Background: an optimization exercise with open tools, aiming at small area and a short achievable clock period. Do not read the settings as production practice.
Function was not checked in any run shown here: the RTL went through the layout flow alone.
Power and IR drop assume default switching activity.

==> design.v <==
package bmu_pkg;
  localparam int xlen    = 32;
  localparam int shamt_w = 5;
  localparam int cnt_w   = 6;
  typedef struct packed {
    logic add;
    logic sub;
    logic unsign;
    logic slt;
    logic land;
    logic lor;
    logic lxor;
    logic zbb;
    logic sll;
    logic srl;
    logic sra;
    logic rol;
    logic ror;
    logic bext;
    logic clz;
    logic ctz;
    logic cpop;
    logic sext_b;
    logic sext_h;
    logic min;
    logic max;
    logic pack;
    logic packu;
    logic packh;
    logic grev;
    logic gorc;
    logic bset;
    logic bclr;
    logic binv;
    logic sh1add;
    logic sh2add;
    logic sh3add;
    logic zba;
  } bmu_op_t;
endpackage
`timescale 1ns/100ps
import bmu_pkg::*;
module bmu_adder (
  input  logic [xlen-1:0] x,
  input  logic [xlen-1:0] b,
  input  logic            sub,
  input  logic            unsign,
  output logic [xlen-1:0] sum,
  output logic            lt
);
  logic g1, g2, q2, g3, q3, g4, q4, g5, q5, g6, q6, g7, q7, g8, q8, g9, q9, g10, q10, g11, q11, g12, q12, g13, q13, g14, q14, g15, q15, g16, q16, g17, g18, q18, g19, q19, g20, q20, g21, q21, g22, q22, g23, q23, g24, q24, g25, q25, g26, q26, g27, q27, g28, q28, g29, q29, g30, q30, g31, q31, g32, g33, g34, q34, g35, q35, g36, q36, g37, q37, g38, q38, g39, q39, g40, q40, g41, q41, g42, q42, g43, q43, g44, q44, g45, q45, g46, g47, g48, g49, g50, q50, g51, q51, g52, q52, g53, q53, g54, q54, g55, q55, g56, q56, g57, q57, g58, g59, g60, g61, g62, g63, g64, g65, g66, g67, g68, g69, g70, g71, g72, g73, g74, g75, g76, g77, g78, g79, g80, g81;
  logic [xlen-1:0] y, p;
  assign y = b ^ {xlen{sub}};
  assign p = x ^ y;
  assign g1 = (x[0] & y[0]) | (p[0] & sub);
  assign g2 = (x[2] & y[2]) | (p[2] & (x[1] & y[1]));
  assign q2 = p[2] & p[1];
  assign g3 = (x[4] & y[4]) | (p[4] & (x[3] & y[3]));
  assign q3 = p[4] & p[3];
  assign g4 = (x[6] & y[6]) | (p[6] & (x[5] & y[5]));
  assign q4 = p[6] & p[5];
  assign g5 = (x[8] & y[8]) | (p[8] & (x[7] & y[7]));
  assign q5 = p[8] & p[7];
  assign g6 = (x[10] & y[10]) | (p[10] & (x[9] & y[9]));
  assign q6 = p[10] & p[9];
  assign g7 = (x[12] & y[12]) | (p[12] & (x[11] & y[11]));
  assign q7 = p[12] & p[11];
  assign g8 = (x[14] & y[14]) | (p[14] & (x[13] & y[13]));
  assign q8 = p[14] & p[13];
  assign g9 = (x[16] & y[16]) | (p[16] & (x[15] & y[15]));
  assign q9 = p[16] & p[15];
  assign g10 = (x[18] & y[18]) | (p[18] & (x[17] & y[17]));
  assign q10 = p[18] & p[17];
  assign g11 = (x[20] & y[20]) | (p[20] & (x[19] & y[19]));
  assign q11 = p[20] & p[19];
  assign g12 = (x[22] & y[22]) | (p[22] & (x[21] & y[21]));
  assign q12 = p[22] & p[21];
  assign g13 = (x[24] & y[24]) | (p[24] & (x[23] & y[23]));
  assign q13 = p[24] & p[23];
  assign g14 = (x[26] & y[26]) | (p[26] & (x[25] & y[25]));
  assign q14 = p[26] & p[25];
  assign g15 = (x[28] & y[28]) | (p[28] & (x[27] & y[27]));
  assign q15 = p[28] & p[27];
  assign g16 = (x[30] & y[30]) | (p[30] & (x[29] & y[29]));
  assign q16 = p[30] & p[29];
  assign g17 = g2 | (q2 & g1);
  assign g18 = g3 | (q3 & g2);
  assign q18 = q3 & q2;
  assign g19 = g4 | (q4 & g3);
  assign q19 = q4 & q3;
  assign g20 = g5 | (q5 & g4);
  assign q20 = q5 & q4;
  assign g21 = g6 | (q6 & g5);
  assign q21 = q6 & q5;
  assign g22 = g7 | (q7 & g6);
  assign q22 = q7 & q6;
  assign g23 = g8 | (q8 & g7);
  assign q23 = q8 & q7;
  assign g24 = g9 | (q9 & g8);
  assign q24 = q9 & q8;
  assign g25 = g10 | (q10 & g9);
  assign q25 = q10 & q9;
  assign g26 = g11 | (q11 & g10);
  assign q26 = q11 & q10;
  assign g27 = g12 | (q12 & g11);
  assign q27 = q12 & q11;
  assign g28 = g13 | (q13 & g12);
  assign q28 = q13 & q12;
  assign g29 = g14 | (q14 & g13);
  assign q29 = q14 & q13;
  assign g30 = g15 | (q15 & g14);
  assign q30 = q15 & q14;
  assign g31 = g16 | (q16 & g15);
  assign q31 = q16 & q15;
  assign g32 = g18 | (q18 & g1);
  assign g33 = g19 | (q19 & g17);
  assign g34 = g20 | (q20 & g18);
  assign q34 = q20 & q18;
  assign g35 = g21 | (q21 & g19);
  assign q35 = q21 & q19;
  assign g36 = g22 | (q22 & g20);
  assign q36 = q22 & q20;
  assign g37 = g23 | (q23 & g21);
  assign q37 = q23 & q21;
  assign g38 = g24 | (q24 & g22);
  assign q38 = q24 & q22;
  assign g39 = g25 | (q25 & g23);
  assign q39 = q25 & q23;
  assign g40 = g26 | (q26 & g24);
  assign q40 = q26 & q24;
  assign g41 = g27 | (q27 & g25);
  assign q41 = q27 & q25;
  assign g42 = g28 | (q28 & g26);
  assign q42 = q28 & q26;
  assign g43 = g29 | (q29 & g27);
  assign q43 = q29 & q27;
  assign g44 = g30 | (q30 & g28);
  assign q44 = q30 & q28;
  assign g45 = g31 | (q31 & g29);
  assign q45 = q31 & q29;
  assign g46 = g34 | (q34 & g1);
  assign g47 = g35 | (q35 & g17);
  assign g48 = g36 | (q36 & g32);
  assign g49 = g37 | (q37 & g33);
  assign g50 = g38 | (q38 & g34);
  assign q50 = q38 & q34;
  assign g51 = g39 | (q39 & g35);
  assign q51 = q39 & q35;
  assign g52 = g40 | (q40 & g36);
  assign q52 = q40 & q36;
  assign g53 = g41 | (q41 & g37);
  assign q53 = q41 & q37;
  assign g54 = g42 | (q42 & g38);
  assign q54 = q42 & q38;
  assign g55 = g43 | (q43 & g39);
  assign q55 = q43 & q39;
  assign g56 = g44 | (q44 & g40);
  assign q56 = q44 & q40;
  assign g57 = g45 | (q45 & g41);
  assign q57 = q45 & q41;
  assign g58 = g50 | (q50 & g1);
  assign g59 = g51 | (q51 & g17);
  assign g60 = g52 | (q52 & g32);
  assign g61 = g53 | (q53 & g33);
  assign g62 = g54 | (q54 & g46);
  assign g63 = g55 | (q55 & g47);
  assign g64 = g56 | (q56 & g48);
  assign g65 = g57 | (q57 & g49);
  assign g66 = (x[1] & y[1]) | (p[1] & g1);
  assign g67 = (x[3] & y[3]) | (p[3] & g17);
  assign g68 = (x[5] & y[5]) | (p[5] & g32);
  assign g69 = (x[7] & y[7]) | (p[7] & g33);
  assign g70 = (x[9] & y[9]) | (p[9] & g46);
  assign g71 = (x[11] & y[11]) | (p[11] & g47);
  assign g72 = (x[13] & y[13]) | (p[13] & g48);
  assign g73 = (x[15] & y[15]) | (p[15] & g49);
  assign g74 = (x[17] & y[17]) | (p[17] & g58);
  assign g75 = (x[19] & y[19]) | (p[19] & g59);
  assign g76 = (x[21] & y[21]) | (p[21] & g60);
  assign g77 = (x[23] & y[23]) | (p[23] & g61);
  assign g78 = (x[25] & y[25]) | (p[25] & g62);
  assign g79 = (x[27] & y[27]) | (p[27] & g63);
  assign g80 = (x[29] & y[29]) | (p[29] & g64);
  assign g81 = (x[31] & y[31]) | (p[31] & g65);
  assign sum = p ^ {g65, g80, g64, g79, g63, g78, g62, g77, g61, g76, g60, g75, g59, g74, g58, g73, g49, g72, g48, g71, g47, g70, g46, g69, g33, g68, g32, g67, g17, g66, g1, sub};
  logic c31, c32;
  assign c31 = g65;
  assign c32 = g81;
  assign lt = unsign ? ~c32 : ~((~x[xlen-1] & ~y[xlen-1]) | (p[xlen-1] & c31));
endmodule
`timescale 1ns/100ps
import bmu_pkg::*;
module bmu_shifter (
  input  logic [xlen-1:0]    a,
  input  logic [shamt_w-1:0] amt,      
  input  logic [3:0]         swap16,   
  input  logic [xlen-1:0]    mask,
  input  logic               fill,
  input  logic [xlen-1:0]    fmask,
  output logic [xlen-1:0]    r2,
  output logic [xlen-1:0]    sout
);
  logic [xlen-1:0] r1, r4, r8, r16;
  assign r1 = amt[0] ? {a[xlen-2:0],  a[xlen-1]}      : a;
  assign r2 = amt[1] ? {r1[xlen-3:0], r1[xlen-1-:2]}  : r1;
  assign r4 = amt[2] ? {r2[xlen-5:0], r2[xlen-1-:4]}  : r2;
  assign r8 = amt[3] ? {r4[xlen-9:0], r4[xlen-1-:8]}  : r4;
  always_comb begin
    for (int k = 0; k < 4; k++) begin
      r16[8*k +: 8] = swap16[k] ? r8[8*((k+2)%4) +: 8] : r8[8*k +: 8];
    end
  end
  assign sout = (r16 & mask) | ({xlen{fill}} & fmask);
endmodule
`timescale 1ns/100ps
import bmu_pkg::*;
module bmu_bitcount (
  input  logic [xlen-1:0]   a,
  input  logic              clz,
  input  logic              ctz,
  input  logic              cpop,
  output logic [cnt_w-1:0]  count,
  output logic [3:0]        nzb
);
  logic [xlen-1:0]  a_rev;
  logic [xlen-1:0]  lzd_in;
  logic [cnt_w-1:0] lz;
  logic [cnt_w-1:0] pop;
  always_comb begin
    for (int i = 0; i < xlen; i++) begin
      a_rev[i] = a[xlen-1-i];
    end
  end
  assign lzd_in = ctz ? a_rev : a;
  always_comb begin
    lz = cnt_w'(xlen);
    for (int i = 0; i < xlen; i++) begin
      if (lzd_in[i]) begin
        lz = cnt_w'(xlen - 1 - i);
      end
    end
  end
  bmu_popcount u_pop (
    .a (a),
    .y (pop)
  );
  assign count = ({cnt_w{clz | ctz}} & lz) | ({cnt_w{cpop}} & pop);
  always_comb begin
    for (int k = 0; k < 4; k++) begin
      nzb[k] = |a[8*k +: 8];
    end
  end
endmodule
module bmu_popcount(input logic [31:0] a, output logic [5:0] y);
  logic w1, w2, w3, w4, w5, w6, w7, w8, w9, w10, w11, w12, w13, w14, w15, w16, w17, w18, w19, w20, w21, w22, w23, w24, w25, w26, w27, w28, w29, w30, w31, w32, w33, w34, w35, w36, w37, w38, w39, w40, w41, w42, w43, w44, w45, w46, w47, w48, w49, w50, w51, w52;
  assign w1 = a[0] ^ a[1] ^ a[2];
  assign w2 = (a[0] ^ a[1]) ? a[2] : a[0];
  assign w3 = a[3] ^ a[4] ^ a[5];
  assign w4 = (a[3] ^ a[4]) ? a[5] : a[3];
  assign w5 = a[6] ^ a[7] ^ a[8];
  assign w6 = (a[6] ^ a[7]) ? a[8] : a[6];
  assign w7 = a[9] ^ a[10] ^ a[11];
  assign w8 = (a[9] ^ a[10]) ? a[11] : a[9];
  assign w9 = a[12] ^ a[13] ^ a[14];
  assign w10 = (a[12] ^ a[13]) ? a[14] : a[12];
  assign w11 = a[15] ^ a[16] ^ a[17];
  assign w12 = (a[15] ^ a[16]) ? a[17] : a[15];
  assign w13 = a[18] ^ a[19] ^ a[20];
  assign w14 = (a[18] ^ a[19]) ? a[20] : a[18];
  assign w15 = a[21] ^ a[22] ^ a[23];
  assign w16 = (a[21] ^ a[22]) ? a[23] : a[21];
  assign w17 = a[24] ^ a[25] ^ a[26];
  assign w18 = (a[24] ^ a[25]) ? a[26] : a[24];
  assign w19 = a[27] ^ a[28] ^ a[29];
  assign w20 = (a[27] ^ a[28]) ? a[29] : a[27];
  assign w21 = w1 ^ w3 ^ w5;
  assign w22 = (w1 ^ w3) ? w5 : w1;
  assign w23 = w7 ^ w9 ^ w11;
  assign w24 = (w7 ^ w9) ? w11 : w7;
  assign w25 = w13 ^ w15 ^ w17;
  assign w26 = (w13 ^ w15) ? w17 : w13;
  assign w27 = w19 ^ a[30] ^ a[31];
  assign w28 = (w19 ^ a[30]) ? a[31] : w19;
  assign w29 = w2 ^ w4 ^ w6;
  assign w30 = (w2 ^ w4) ? w6 : w2;
  assign w31 = w8 ^ w10 ^ w12;
  assign w32 = (w8 ^ w10) ? w12 : w8;
  assign w33 = w14 ^ w16 ^ w18;
  assign w34 = (w14 ^ w16) ? w18 : w14;
  assign w35 = w21 ^ w23 ^ w25;
  assign w36 = (w21 ^ w23) ? w25 : w21;
  assign w37 = w22 ^ w24 ^ w26;
  assign w38 = (w22 ^ w24) ? w26 : w22;
  assign w39 = w28 ^ w29 ^ w31;
  assign w40 = (w28 ^ w29) ? w31 : w28;
  assign w41 = w30 ^ w32 ^ w34;
  assign w42 = (w30 ^ w32) ? w34 : w30;
  assign w43 = w36 ^ w37 ^ w39;
  assign w44 = (w36 ^ w37) ? w39 : w36;
  assign w45 = w38 ^ w40 ^ w41;
  assign w46 = (w38 ^ w40) ? w41 : w38;
  assign w47 = w43 ^ w33 ^ w20;
  assign w48 = (w43 ^ w33) ? w20 : w43;
  assign w49 = w48 ^ w44 ^ w45;
  assign w50 = (w48 ^ w44) ? w45 : w48;
  assign w51 = w50 ^ w46 ^ w42;
  assign w52 = (w50 ^ w46) ? w42 : w50;
  assign y = {1'b0, w52, w51, w49, w47, w35} + {1'b0, 1'b0, 1'b0, 1'b0, 1'b0, w27};
endmodule
`timescale 1ns/100ps
import bmu_pkg::*;
module bmu_bitlogic (
  input  logic [xlen-1:0] a,
  input  logic [xlen-1:0] x,
  input  logic [19:0]     tt,    
  output logic [xlen-1:0] lout
);
  for (genvar i = 0; i < xlen; i++) begin : g_bit
    localparam int r = (i == 0) ? 0 : (i < 8) ? 1 : i / 8 + 1;
    logic [3:0] t;
    assign t       = tt[4*r +: 4];
    assign lout[i] = a[i] ? (x[i] ? t[3] : t[2]) : (x[i] ? t[1] : t[0]);
  end
endmodule
`timescale 1ns/100ps
import bmu_pkg::*;
module bit_manipulation_unit (
  input  logic              clk,
  input  logic              rst_n,
  input  logic              valid_in,
  input  bmu_pkg::bmu_op_t  op,
  input  logic              csr_ren,
  input  logic [xlen-1:0]   csr_rddata,
  input  logic [xlen-1:0]   a,
  input  logic [xlen-1:0]   b,
  output logic [xlen-1:0]   result,
  output logic              result_valid,
  output logic              error
);
  logic [shamt_w-1:0] s;
  logic               nc;
  logic               rev8, orcb;
  logic               lft, rgt, shn;
  logic [shamt_w-1:0] amt;
  logic [3:0]         swap16;
  logic [xlen-1:0]    therm;      
  logic [xlen-1:0]    onehot;
  logic [xlen-1:0]    mask, fmask;
  logic               fill;
  logic [xlen-1:0]    r2, xa, sout;
  logic [xlen-1:0]    sum;
  logic               lt;
  logic               adder_sel;
  logic [xlen-1:0]    xl, lout;
  logic [19:0]        tt;
  logic [cnt_w-1:0]   count;
  logic [3:0]         nzb;
  logic               sel_a;
  logic               csr_sel;
  logic               err_d;
  logic [xlen-1:0]    result_d;
  assign s  = b[shamt_w-1:0];
  assign nc = ~csr_ren;
  assign rev8 = op.grev & (s == 5'd24);
  assign orcb = op.gorc & (s == 5'd7);
  assign lft = op.sll | op.rol;
  assign rgt = op.srl | op.sra | op.ror | op.bext;
  assign shn = op.sh1add | op.sh2add | op.sh3add;
  assign amt = ({shamt_w{lft}} & s) |
               ({shamt_w{rgt}} & (~s + 5'd1)) |
               {op.pack, op.packh | op.grev, 3'b0};
  assign swap16 = {amt[4] | op.grev, amt[4], amt[4] | op.grev, amt[4]};
  always_comb begin
    for (int i = 0; i < xlen; i++) begin
      therm[i] = (i >= s);
    end
  end
  always_comb begin
    for (int i = 0; i < xlen; i++) begin
      onehot[i] = therm[i] & ((i == 0) ? 1'b1 : ~therm[i-1]);
    end
  end
  always_comb begin
    for (int i = 0; i < xlen; i++) begin
      mask[i] = nc & ((op.rol | op.ror | rev8) |
                      (op.sll & therm[i]) |
                      ((op.srl | op.sra) & therm[xlen-1-i]) |
                      (op.bext & (i == 0)) |
                      (op.pack & (i >= 16)) |
                      (op.packh & (i >= 8) & (i < 16)));
      fmask[i] = ~therm[xlen-1-i];
    end
  end
  assign fill = nc & op.sra & a[xlen-1];
  bmu_shifter u_shifter (
    .a      (a),
    .amt    (amt),
    .swap16 (swap16),
    .mask   (mask),
    .fill   (fill),
    .fmask  (fmask),
    .r2     (r2),
    .sout   (sout)
  );
  assign xa = ({xlen{~shn}}      & a) |
              ({xlen{op.sh1add}} & {a[xlen-2:0], 1'b0}) |
              ({xlen{op.sh2add}} & {a[xlen-3:0], 2'b0}) |
              ({xlen{op.sh3add}} & {a[xlen-4:0], 3'b0});
  bmu_adder u_adder (
    .x      (xa),
    .b      (b),
    .sub    (op.sub),
    .unsign (op.unsign),
    .sum    (sum),
    .lt     (lt)
  );
  assign adder_sel = nc & (op.add | (op.zba & ~op.sub) |
                           (op.sub & ~op.zba & ~op.slt & ~op.min & ~op.max));
  bmu_bitcount u_bitcount (
    .a     (a),
    .clz   (nc & op.clz),
    .ctz   (nc & op.ctz),
    .cpop  (nc & op.cpop),
    .count (count),
    .nzb   (nzb)
  );
  always_comb begin
    for (int i = 0; i < xlen; i++) begin
      if (op.bset | op.bclr | op.binv) begin
        xl[i] = onehot[i];
      end else if (op.packu & (i < 16)) begin
        xl[i] = b[(i + 16) % xlen];
      end else begin
        xl[i] = b[i];
      end
    end
  end
  assign sel_a = op.min ? lt : ~lt;
  always_comb begin
    logic [3:0] tcom;
    tcom = ({4{op.land & ~op.zbb}} & 4'b1000) |
           ({4{op.lor  & ~op.zbb}} & 4'b1110) |
           ({4{op.lxor & ~op.zbb}} & 4'b0110) |
           ({4{op.land &  op.zbb}} & 4'b0100) |
           ({4{op.lor  &  op.zbb}} & 4'b1101) |
           ({4{op.lxor &  op.zbb}} & 4'b1001) |
           ({4{op.min | op.max}}   & {1'b1, sel_a, ~sel_a, 1'b0}) |
           ({4{op.bset}}           & 4'b1110) |
           ({4{op.bclr}}           & 4'b0100) |
           ({4{op.binv}}           & 4'b0110);
    for (int r = 0; r < 5; r++) begin
      tt[4*r +: 4] = tcom;
      if (r <= 1) tt[4*r +: 4] |= {4{op.sext_b}} & 4'b1100;
      else        tt[4*r +: 4] |= {4{op.sext_b & a[7]}};
      if (r <= 2) tt[4*r +: 4] |= {4{op.sext_h}} & 4'b1100;
      else        tt[4*r +: 4] |= {4{op.sext_h & a[15]}};
      if (r <= 2) tt[4*r +: 4] |= {4{op.pack}} & 4'b1010;
      if (r <= 1) tt[4*r +: 4] |= {4{op.packh}} & 4'b1010;
      if (r <= 2) tt[4*r +: 4] |= {4{op.packu}} & 4'b1010;
      else        tt[4*r +: 4] |= {4{op.packu}} & 4'b1100;
      tt[4*r +: 4] |= {4{orcb & nzb[(r == 0) ? 0 : r - 1]}};
      if (r == 0) tt[4*r +: 4] |= {4{op.slt & lt}};
      tt[4*r +: 4] &= {4{nc}};
    end
  end
  bmu_bitlogic u_bitlogic (
    .a    (a),
    .x    (xl),
    .tt   (tt),
    .lout (lout)
  );
  assign csr_sel = csr_ren & (op == '0);
  assign err_d = (csr_ren & (op != '0)) |
                 (~op.zba & shn) |
                 (op.zba & op.sub);
  assign result_d = ({xlen{adder_sel}} & sum) | sout | lout |
                    {{(xlen-cnt_w){1'b0}}, count} |
                    ({xlen{csr_sel}} & csr_rddata);
  always_ff @(posedge clk or negedge rst_n) begin
    if (!rst_n) begin
      result       <= '0;
      error        <= 1'b0;
      result_valid <= 1'b0;
    end else begin
      result_valid <= valid_in;
      if (valid_in) begin
        result <= result_d;
        error  <= err_d;
      end
    end
  end
endmodule
==> run.sh <==
#!/bin/bash
# synth_recipe.tcl (not shown) runs the flow's synth.tcl, then flattens the netlist and writes it again
# the make line also repeats each setting of config.mk as NAME=value (left out here)
make -C /OpenROAD-flow-scripts/flow DESIGN_CONFIG=/design/flow/config.mk WORK_HOME=/design/flow/orfs CLKGATE_MAP_FILE= SYNTH_SCRIPT=/design/flow/synth_recipe.tcl finish
==> config.mk <==
export PLATFORM = sky130hd
export DESIGN_NAME = bit_manipulation_unit
export DESIGN_NICKNAME = bit_manipulation_unit
export VERILOG_FILES = /design/flow/design.v
export SDC_FILE = /design/flow/constraint.sdc
export NUM_CORES = 4
export LEC_CHECK = 0
export CAP_MARGIN = 20
export CORE_MARGIN = 2
export CORE_UTILIZATION = 30
export SLEW_MARGIN = 20
==> constraint.sdc <==
create_clock -name core_clock -period 7.0 [get_ports {clk}]
set_input_delay 1.4000 -clock core_clock [delete_from_list [all_inputs] [get_ports {clk}]]
set_output_delay 1.4000 -clock core_clock [all_outputs]
set_load 0.01 [all_outputs]
==> results of run 1 <==
-- cells in the mapped netlist, types with 13 or more instances --
master	count	area [um2]
o221ai_1	21	184
a2111oi_0	15	131
a31oi_1	17	106
mux4_2	38	856
nor3_1	35	175
nor2_1	149	559
mux2i_1	147	1470
maj3_1	13	130
xor2_1	51	447
a21o_1	13	97.6
dfrtp_1	34	851
a21oi_1	100	500
nand2_1	133	499
xnor2_1	16	140
clkbuf_1	99	372
ha_1	42	526
a222oi_1	30	300
a221oi_1	25	219
fa_1	17	340
o21ai_0	47	235
nand3_1	15	75.1
inv_1	57	214
-- power groups by stage --
| stage | Clock, mW | Combinational [mW] | Sequential [mW] |
|---|---|---|---|
| finish | 0.260 | 1.82 | 0.269 |
| global route | 0.272 | 1.92 | 0.274 |
| CTS | 0.263 | 1.75 | 0.270 |
| detailed placement | 0 | 1.73 | 0.273 |
| global placement | 0 | 1.72 | 0.272 |
| floorplan | 0 | 0.989 | 0.285 |
-- worst paths after layout --
check	cells after the start	endpoint	from	slack, ps
worst max-delay path	26	result[3]	op[1]	220
worst min-delay path	1	result[25]	result[25]	480
worst max register to register	2	result[7]	result[7]	6230
worst min register to register	1	result[25]	result[25]	480
max in group asynchronous	1	result[15]	rst_n	5200
min in group asynchronous	1	error	rst_n	1240
-- state kept, by name, summed over array words and instances (netlist names) --
signal and count:
result 32, error 1, result_valid 1
-- final cells by class --
class / count / area (um2) / area share
Clock inverter: 1 / 30.0 / 0.00221
Timing Repair Buffer: 310 / 2740 / 0.201
Sequential cell: 34 / 851 / 0.0626
Clock buffer: 7 / 133 / 0.00975
Inverter: 58 / 218 / 0.0160
Tap cell: 455 / 569 / 0.0419
Multi-Input combinational cell: 1128 / 9060 / 0.666
-- stage by stage --
stage               instances  power (mW)  hold slack, ps  instance area [um2]
finish                   1993        2.35             477                13600
global route             1993        2.47             494                13600
CTS                      1990        2.28             479                13400
detailed placement       1982        2.01             468                13300
global placement         1982        1.99             461                13300
floorplan                1344        1.27             516                10500
-- logic make-up (layout without fill, tap and decap cells) --
family          after synthesis  in the layout  share of synthesized area
buf+inv                     182            376                     0.0697
compound gates              373            373                      0.258
mux                         194            194                      0.233
fa+ha+maj                    74             74                     0.0977
flops                        34             34                     0.0816
xor+xnor                     82             82                     0.0890
simple gates                405            405                      0.171
-- timing repair --
| action | in CTS | in global routing |
|---|---|---|
| resized for setup | 12 | 33 |
| endpoints found under the setup margin | 11 | 29 |
| setup buffers | 0 | 3 |
| pin swaps | 5 | 23 |
-- layer usage --
layer / track usage / routed length (um) / vias up
met4: 0.143 / 3050 / 0
met5: 0 / 0 / -
met1: 0.405 / 23500 / 6075
li1: - / - / 5459
met2: 0.510 / 26500 / 777
met3: 0.0582 / 5400 / 126
==> impl_metrics.toml, run 1 <==
[finish]
antenna-diode-count = 0
layout-drive-gt1-share = 0.170
layout.nets = 1729
layout_commonest_cell = "clkdlybuf4s50_1"
final_core_utilization = 0.396
layout.cells.most_common_list = "clkdlybuf4s50_1 (153), nor2_1 (149), mux2i_1 (146)"
flow.area_growth_from_synthesis_pct = 30.5
filler_cell_count = 3576

[clock_network]
clock_tree.buffer_depth = 2
clock_insertion_delay_at_the_later_pin_of_the_skew_report_ps = 280
tritoncts = "yes"
htreeDepth = 2
cts_inserted_buffers = 5
clockRootBuffer = "clkbuf_16"
clock_pin_slew_reported_for_the_worst_setup_and_hold_paths_after_clock_tree_synthesis_ps = 60
ctsHoldBuffers = 0
clock-sinks = 34

[status]
outcome = "timing/DRC/antenna clean"

[timing]
final.setup_skew_ps = 0
tightestPinTransition_ps = 1130
maxClockFrequency_ghz = 0.147
setup_slack_ps = 215
hold_viol = 0
timing.final.crit_share = 0.969
tns_ps = 0
timing.final.setup_violations = 0
timing.final.crit_period_ps = 6780
final-max-slew-violation-count = 0
timing.max_slew.rel_slack = 0.245

[floorplan]
die_h_um = 190
fp.dieArea_um2 = 36200
core.rowCount = 68
placeableCoreArea_um2 = 34400
chipWidth_um = 190
starting_density_of_the_core = 0.303
floorplan.io_pins = 167

[critical_path]
crit_slowest_cell = "mux4_2"
critical-path-max-stage-delay_ps = 480
timing.setup.critical_path_class = "in2reg"
crit_required_ps = 7180
path_delay_family = "compound AO/OA/AOI/OAI gates"
critical_path.n_buffers_inverters = 1
critPathCaptureType = "flop"
crit_fanout = 6
timing.critical_path.mode_cell = "a21o_1"
crit_arrival_ps = 6970
worstSetupStartpointType = "primary input"

[yosys]
synth_cell_type_count = 81
number_of_synthesized_flops_with_an_enable_pin = 0
synthCells = 1344
postSynthRegisterBits = 34
post_synth.cell_area_avg_um2 = 7.75
yosysWarnings = 3
asyncSetResetFlopFracSynth = 1.00
ys_dominant_reg_cell = "dfrtp_1"
synthesis.area_um2 = 10400
syn-num-nets = 1536
share_of_synthesized_area_occupied_by_flip_flops_and_latches = 0.0816

[drt]
drt-pass1-iter-count = 7
wire_per_inst_um = 29.3
route.detailed.drc = 0
route.detailed.vias_per_inst = 6.24
detailedRoute.firstIterationViolations = 1848
detail-route-antenna-nets = 0
routed-via-count = 12437
postRouteWirelength_um = 58400

[power]
p_leak_nw = 5.75
vdd.ir_drop.worst_mv = 0.113
seqPwrFrac = 0.115
combPwrFrac = 0.775
clkPwrFrac = 0.110
p_int_mw = 1.17
power_density_nw_per_um2 = 173
swShare = 0.502
netSwitchingPower_mw = 1.18

[placed_design]
place.detailed.hpwl_um = 48000
place_worst_setup_slack_ps = -796
placement.io_buffers = 166
place_congestion = 0.988

[global_routing]
wire_length_of_the_first_global_routing_pass_um = 82800
grt_max_degree = 39
gr-total-overflow = 0
grt_antenna_before_repair = 0
grt_pass1_vias = 11955
grt_util_all_layers = 0.315

[flow_run]
cap_viol_max_count = 0

[min_path]
hold_path.class = "reg2reg"
==> run 2, diff against run 1 <==
==> flow/run.sh (new file) <==
#!/bin/bash
# Standard layout, with plain buffers (not delay cells) on the ports.
set -euo pipefail
PORTBUF="BUFFER_PORTS_ARGS=-buffer_cell sky130_fd_sc_hd__buf_2"
for step in synth floorplan place cts route finish; do
  bash standard.sh "$PORTBUF" "$step" > "log_$step.txt" 2>&1
done
==> standard.sh (new file) <==
#!/bin/bash
# synth_recipe.tcl (not shown) runs the flow's synth.tcl, then flattens the netlist and writes it again
# the make line also repeats each setting of config.mk as NAME=value (left out here)
make -C /OpenROAD-flow-scripts/flow DESIGN_CONFIG=/design/flow/config.mk WORK_HOME=/design/flow/orfs CLKGATE_MAP_FILE= SYNTH_SCRIPT=/design/flow/synth_recipe.tcl "${@:-finish}"
removed: run.sh
==> impl_metrics.toml, run 2 <==
[critical_path]
worst-r2r-setup-slack_ps = 6240
critPathCaptureType = "flop"
timing.critical_path.mode_cell = "a21o_1"
worstSetupStartpointType = "primary input"
timing.setup.critical_path_class = "in2reg"
crit_required_ps = 7180
critical-path-max-stage-delay_ps = 520
crit_arrival_ps = 6860
crit_fanout = 10
crit_slowest_cell = "mux4_2"

[drt]
route.detailed.vias_per_inst = 6.34
detailedRoute.firstIterationViolations = 1564
routed-via-count = 12233
detail-route-antenna-nets = 0
postRouteWirelength_um = 56400
drt-pass1-iter-count = 10
route.detailed.drc = 0
wire_per_inst_um = 29.2

[clock_network]
htreeDepth = 2
cts_inserted_buffers = 5
clock_pin_slew_reported_for_the_worst_setup_and_hold_paths_after_clock_tree_synthesis_ps = 60
clock-sinks = 34
clockRootBuffer = "clkbuf_16"
clock_insertion_delay_at_the_later_pin_of_the_skew_report_ps = 280
tritoncts = "yes"
clock_tree.buffer_depth = 2

[finish]
layout.nets = 1666
largest_register_ff_count = 32
flow.area_growth_from_synthesis_pct = 16.6
layout.cells.most_common_list = "buf_2 (166), nor2_1 (149), mux2i_1 (146)"
layout-drive-gt1-share = 0.233
finalInstanceArea_um2 = 12200
ff_latch_area_um2 = 851
layout.cells.non_filler = 1931
largest_registers_ranked_by_flip_flop_count = "result x32, error x1, result_valid x1"
regMostFlops = "result"
filler_cell_count = 3699
total_area_of_multi_input_combinational_cells_um2 = 8930
layout_commonest_cell = "buf_2"

[timing]
final.hold.worst_slack_ps = 470
timing.final.setup_violations = 0
final-max-slew-violation-count = 0
tightestPinTransition_ps = 1040
timing.final.crit_period_ps = 6680
timing.final.crit_share = 0.954
final.setup_skew_ps = 0
maxClockFrequency_ghz = 0.150
hold_viol = 0
timing.max_slew.rel_slack = 0.301
grt_setup_unrepaired = "no"

[floorplan]
core.rowCount = 68
starting_density_of_the_core = 0.303
placeableCoreArea_um2 = 34400
chipWidth_um = 190
floorplan.io_pins = 167
die_h_um = 190
fp.dieArea_um2 = 36200

[global_routing]
wire_length_of_the_first_global_routing_pass_um = 80300
grt_max_degree = 43
grt_antenna_before_repair = 1
gr-total-overflow = 0
grt_pass1_vias = 11519
grt_util_all_layers = 0.303

[power]
power_density_nw_per_um2 = 177
p_leak_nw = 5.37
p_total_mw = 2.16
vdd.ir_drop.worst_mv = 0.0875

[yosys]
synthesis.area_um2 = 10400
post_synth.cell_area_avg_um2 = 7.75
yosysTopAreaCell = "mux2i_1"
area_fraction_in_compound_gates_after_synthesis = 0.258
ys_dominant_reg_cell = "dfrtp_1"
asyncSetResetFlopFracSynth = 1.00
synth.area.top_cells = "mux2i_1 (14%), mux4_2 (8.2%), dfrtp_1 (8.2%), nor2_1 (5.4%), ha_1 (5.0%)"
synth_cell_type_count = 81
post_synth_xor_area_fraction = 0.0890
synthAdderAreaFrac = 0.0977
synthMostInstantiatedCell = "nor2_1"
yosysWarnings = 3
number_of_synthesized_flops_with_an_enable_pin = 0
syn-num-nets = 1536
synthTopCellsByCount = "nor2_1 (149), mux2i_1 (147), nand2_1 (133), a21oi_1 (100), clkbuf_1 (99)"
share_of_synthesized_area_occupied_by_flip_flops_and_latches = 0.0816
postSynthRegisterBits = 34
yosys.area.top_type_share = 0.141
main_combinational_cell_family_by_area_after_synthesis = "compound AO/OA/AOI/OAI gates"
synthCells = 1344
share_of_synthesized_cell_area_in_and_or_nand_and_nor_gates = 0.171
synth_mux_area_frac = 0.233

[min_path]
hold_path.class = "reg2reg"

[placed_design]
dpl-instance-area_um2 = 12000
place_congestion = 1.06
post-place-cells = 1922
place.detailed.hpwl_um = 46500
placement.io_buffers = 166

[status]
outcome = "timing/DRC/antenna clean"

[flow_run]
cap_viol_max_count = 0
-- run 2: changes by cell type in the layout (fill, tap and decap cells not counted), moves of 3 or more --
| cell | before | now |
|---|---|---|
| buf_2 | 4 | 166 |
| clkdlybuf4s50_1 | 153 | 0 |
| buf_4 | 141 | 81 |
| a2111oi_0 | 6 | 11 |
| dlygate4sd2_1 | 5 | 0 |
| a2111oi_2 | 5 | 2 |
| dlymetal6s2s_1 | 3 | 0 |
-- run 2: per-layer routing --
| metal | up-vias | share of wire | GRT usage |
|---|---|---|---|
| met2 | 800 | 0.44 | 0.484 |
| met4 | 0 | 0.063 | 0.158 |
| met5 | - | 0 | 0 |
| met1 | 5939 | 0.39 | 0.391 |
| li1 | 5327 | - | - |
| met3 | 167 | 0.10 | 0.0528 |
-- run 2: metrics by stage --
| stage | utilization | TNS [ps] | setup slack [ps] |
|---|---|---|---|
| after floorplan | - | 0 | 2.73 |
| after detailed placement | 0.349 | -43.2 | -23.6 |
| final | 0.354 | 0 | 323 |
| after CTS | 0.353 | 0 | 278 |
| after global placement | 0.349 | 0 | 61.2 |
| after global routing | 0.354 | 0 | 1.27 |
-- run 2: final cells by class --
class | instances | area share
tap | 455 | 0.0468
inverter | 58 | 0.0179
multi-input combinational | 1128 | 0.735
clock buffer | 7 | 0.0117
antenna | 1 | 0.000206
sequential | 34 | 0.0700
clock inverter | 1 | 0.000412
timing repair buffer | 247 | 0.118
-- run 2: path summary, 6_finish.rpt --
kind                            startpoint    endpoint  cells after the start
worst max-delay path                 op[2]   result[5]                     26
worst min-delay path            result[12]  result[12]                      1
worst max register to register   result[7]   result[7]                      2
max in group asynchronous            rst_n  result[14]                      1
min in group asynchronous            rst_n   result[2]                      1
worst min register to register  result[12]  result[12]                      1
-- run 2: cell families (layout without fill, tap and decap cells) --
kind of cell	count (synthesis)	in the layout
xor+xnor	82	82
buf+inv	182	313
flops	34	34
other cells	0	1
mux	194	194
simple gates	405	405
compound gates	373	373
fa+ha+maj	74	74
-- run 2: critical path, delay by kind of cell --
| family | cells | cell delay [ps] |
|---|---|---|
| muxes | 2 | 740 |
| buffers and inverters | 1 | 170 |
| AOI/OAI and AO/OA | 15 | 3160 |
| adders and majority gates | 2 | 630 |
| and+or+nand+nor | 6 | 740 |
-- run 2: timing repair --
action                                  in CTS  in global routing
endpoints found under the setup margin       0                  8
hold buffers                                 0                  0
setup buffers                                0                  0
gates resized for setup                      0                  5
-- run 2: power breakdown --
group	switching [mW]	internal, mW	total [mW]
Sequential	0.0294	0.239	0.268
Combinational	1.01	0.647	1.66
Clock	0.0910	0.141	0.232

==> afterwards: timing with drivers on the ports <==
In the flow no input, the clock included, has a driving cell. The finished layouts below were timed again as built, in two steps.
Step 1 assumes that a clkbuf_16 drives the clock port and a buf_2 every other input.
Step 2 times the ports against the registers' clock, not the clock port: input delays grow and output delays shrink by t, the midpoint of the rising clock arrivals with the driver on.
Three values: no drivers, after step 1, after step 2; two values: the first two.
| run | t (ns) | setup slack, ns | worst hold slack (ns) | worst slew at a driven data input, ns |
|---|---|---|---|---|
| run 1 | 0.331 | 0.215 / 0.240 / -0.091 | 0.477 / 0.477 / 0.477 | 0.06 |
| run 2 | 0.328 | 0.323 / 0.343 / 0.015 | 0.470 / 0.470 / 0.470 | 0.07 |
With both steps, setup timing fails in run 1, where it was met with ideal ports. The setup slack of run 2, which loses most, moves by +0.020 ns with the drivers and by -0.308 ns with both steps.
